What follows belongs to an exercise in optimizing a design on an open flow for small area, a short achievable clock period and few clock cycles per item; a production flow would make more cautious choices.
Function was checked by simulation only, so behaviour that the tests miss may differ from the original.
Power and IR drop assume default switching activity.

sierra:
Design sme_top, start of the top module:
module sme_top (
    input  logic           clk,
    input  logic           rst_n,
    input  sme_pkg::char_t chardata,
    input  logic           isstring,
    input  logic           ispattern,
    output logic           out_valid,
    output logic           match,
    output logic [4:0]     match_index
);
clock: 8.0 ns
lec_check: 0
cap_margin: 20
core_margin: 2
core_utilization: 50
cts_buf_list: sky130_fd_sc_hd__clkbuf_16
cts_cluster_diameter: 120
cts_cluster_size: 30
place_density: 0.6
setup_slack_margin: 5
slew_margin: 20
standard.sh (not shown) runs the stock make flow with config.mk's settings and CLKGATE_MAP_FILE= SYNTH_SCRIPT=/design/flow/synth_recipe.tcl, a recipe that flattens the netlist after the stock synthesis.
==> flow/flow/run.sh <==
#!/bin/bash
# Standard layout with a tighter setup repair target and stronger port buffers.
set -uo pipefail
bash standard.sh SETUP_SLACK_MARGIN=5.45 \
    "BUFFER_PORTS_ARGS=-buffer_cell sky130_fd_sc_hd__buf_2" \
    finish > standard.log 2>&1
sierra closes out successfully: all stages finished, all timing, DRC and antenna checks passed.
Testbench counts of sierra, summed over its fixed seeds: cycles 7,731, queries 512.
Edits applied to the flow inputs when going from sierra to tundra:
Settings: changing CTS_CLUSTER_DIAMETER from 120 to 100; changing CORE_UTILIZATION from 50 to 40; changing CTS_CLUSTER_SIZE from 30 to 26; changing PLACE_DENSITY from 0.6 to 0.75.
==> flow/flow/run.sh <==
#!/bin/bash
# Standard layout with plain buffers on the ports in place of the delay
# cells buffer_ports picks by default.
set -uo pipefail
bash standard.sh "BUFFER_PORTS_ARGS=-buffer_cell sky130_fd_sc_hd__buf_2" \
    finish > standard.log 2>&1
==> notes.md <==
For sierra, the launch point of the worst path was match$_DFF_PN0_, unlike tundra, where it was m_q[14]$_DFF_P_.
Against sierra as the reference, tundra delivers a higher number of well-tap cells placed.
On share of the final layout cell area in sequential cells: between tundra and sierra, it ends up lower for tundra.
Delta (tundra minus sierra): internal power moved up; final critical delay including setup and external delays increased 120 ps.
Taking sierra as 1.0, tundra lands at 0.74 on first-iteration DRC count.
Number of placement rows ends up lower on sierra.
Routed wire length delta for tundra relative to sierra: 810 µm lower
The maximum frequency in tundra was lower than what sierra gave.
Die area of tundra exceeds that of sierra by more than 10%.
Input changes introduced in nickel (baseline for comparison: tundra):
Settings: a change of CTS_CLUSTER_DIAMETER from 100 to 120; a deleted PLACE_DENSITY that had been 0.75; a change of CTS_CLUSTER_SIZE from 26 to 30.
==> flow/flow/run.sh <==
#!/bin/bash
# Standard layout with a tighter setup repair target and stronger port buffers.
set -uo pipefail
bash standard.sh SETUP_SLACK_MARGIN=5.55 \
    "BUFFER_PORTS_ARGS=-buffer_cell sky130_fd_sc_hd__buf_2" \
    finish > standard.log 2>&1
## What came out
From tundra to nickel, count of placed standard cells in the final layout, fillers left out did not move at all. Changes observed in nickel relative to tundra: final-layout fill cell count increased about 0.44%; final worst setup slack increased 120 ps; final cell utilization of the core increased 0.29 points; pre-CTS worst setup slack increased 120 ps. Compared with tundra, nickel shows switching fraction of total power higher by 0.31 points. From nickel to tundra, aggregate global routing overflow did not move at all. Comparing the two runs side by side, nickel comes out behind tundra on design area. tundra → nickel: routed length on met2 lost about 1.3%, vias after detailed routing now smaller, register fraction of the total cell area lost 0.35 points.
Modified inputs, xenon compared to nickel
Settings: an added PLACE_DENSITY of 0.75.
--- a/flow/flow/run.sh
+++ b/flow/flow/run.sh
@@ -3,3 +3,3 @@
 set -uo pipefail
-bash standard.sh SETUP_SLACK_MARGIN=5.55 \
+bash standard.sh SETUP_SLACK_MARGIN=5.45 \
     "BUFFER_PORTS_ARGS=-buffer_cell sky130_fd_sc_hd__buf_2" \
--- outcome ---
Summary of xenon over nickel: time the worst path needs with I/O delays and setup lower, design area lower. Sort nickel and xenon by utilization after layout, descending, and nickel comes first. Of xenon and nickel, it is xenon that has the higher worst hold slack. Relative to nickel, routed wire length has decreased by 3.5% in xenon. Between nickel and xenon, power decreased. nickel has a lower maximum frequency than xenon. xenon vs. nickel: non-clock buffer count shows a reduction of 4, setup slack rose 10 ps, worst path buffer plus inverter count roughly the same, proportion of power drawn by combinational gates dropped 0.3 points.

* * *

before:
sme_top, a different RTL version from the one above (not shown whole).
For scale: about 19 I/O pins, roughly 14000 µm² of cells after synthesis.
==> flow/config.mk <==
export PLATFORM = sky130hd
export DESIGN_NAME = sme_top
export DESIGN_NICKNAME = sme_top
export VERILOG_FILES = /design/flow/design.v
export SDC_FILE = /design/flow/constraint.sdc
export NUM_CORES = 4
export LEC_CHECK = 0
export CAP_MARGIN = 20
export CORE_MARGIN = 2
export CORE_UTILIZATION = 55
export CTS_BUF_LIST = sky130_fd_sc_hd__clkbuf_16
export CTS_CLUSTER_DIAMETER = 120
export CTS_CLUSTER_SIZE = 30
export PLACE_DENSITY = 0.65
export SETUP_SLACK_MARGIN = 5
export SLEW_MARGIN = 20
==> flow/constraint.sdc <==
create_clock -name core_clock -period 8.0 [get_ports {clk}]
set_input_delay 1.6000 -clock core_clock [delete_from_list [all_inputs] [get_ports {clk}]]
set_output_delay 1.6000 -clock core_clock [all_outputs]
set_load 0.01 [all_outputs]
==> flow/flow/run.sh <==
#!/bin/bash
# Standard layout with a tighter setup repair target and stronger port buffers.
set -uo pipefail
bash standard.sh SETUP_SLACK_MARGIN=5.6 \
    "BUFFER_PORTS_ARGS=-buffer_cell sky130_fd_sc_hd__buf_4" \
    finish > standard.log 2>&1
Testbench counts of before, summed over its fixed seeds: cycles 7,731, queries 512.
#### Input delta (after over before)
- PLACE_DENSITY: 0.65 -> unset
- CORE_UTILIZATION: 55 -> 40
## What came out
For the cell area, after came in 1.5% higher than before did.
Number of instances in the placed design in after is about 9% above before.
Going from before to after, data arrival time at the worst-slack endpoint shrinks by 0.03 ns.
Measured against after, the total length of routed met3 wires of before comes out at 1.08 times the reference value.

==> what the ideal ports hide <==
Ports are ideal in the flow. The routed layouts listed here were re-timed in OpenROAD.
Step 1: set_driving_cell puts a clkbuf_16 on clk and a buf_2 on each other input, an assumption about the parent block.
Step 2 also shifts input and output timing later by t, the mid clock arrival at the registers, as if the neighbouring blocks saw the same clock.
Three values: no drivers, after step 1, after step 2; two values: the first two.
run	t (ns)	setup slack, ns	cell pins on the clock port's net
sierra	0.552	5.374 / 5.327 / 5.222	1
tundra	0.554	5.252 / 5.252 / 5.090	1
nickel	0.556	5.375 / 5.324 / 5.213	1
xenon	0.546	5.385 / 5.337 / 5.158	1
before	0.551	5.345 / 5.295 / 5.214	1
after	0.548	5.380 / 5.330 / 5.223	1
After both steps every run listed still meets setup and hold. The setup slack of xenon, which loses most, moves by -0.048 ns with the drivers and by -0.227 ns with both steps.
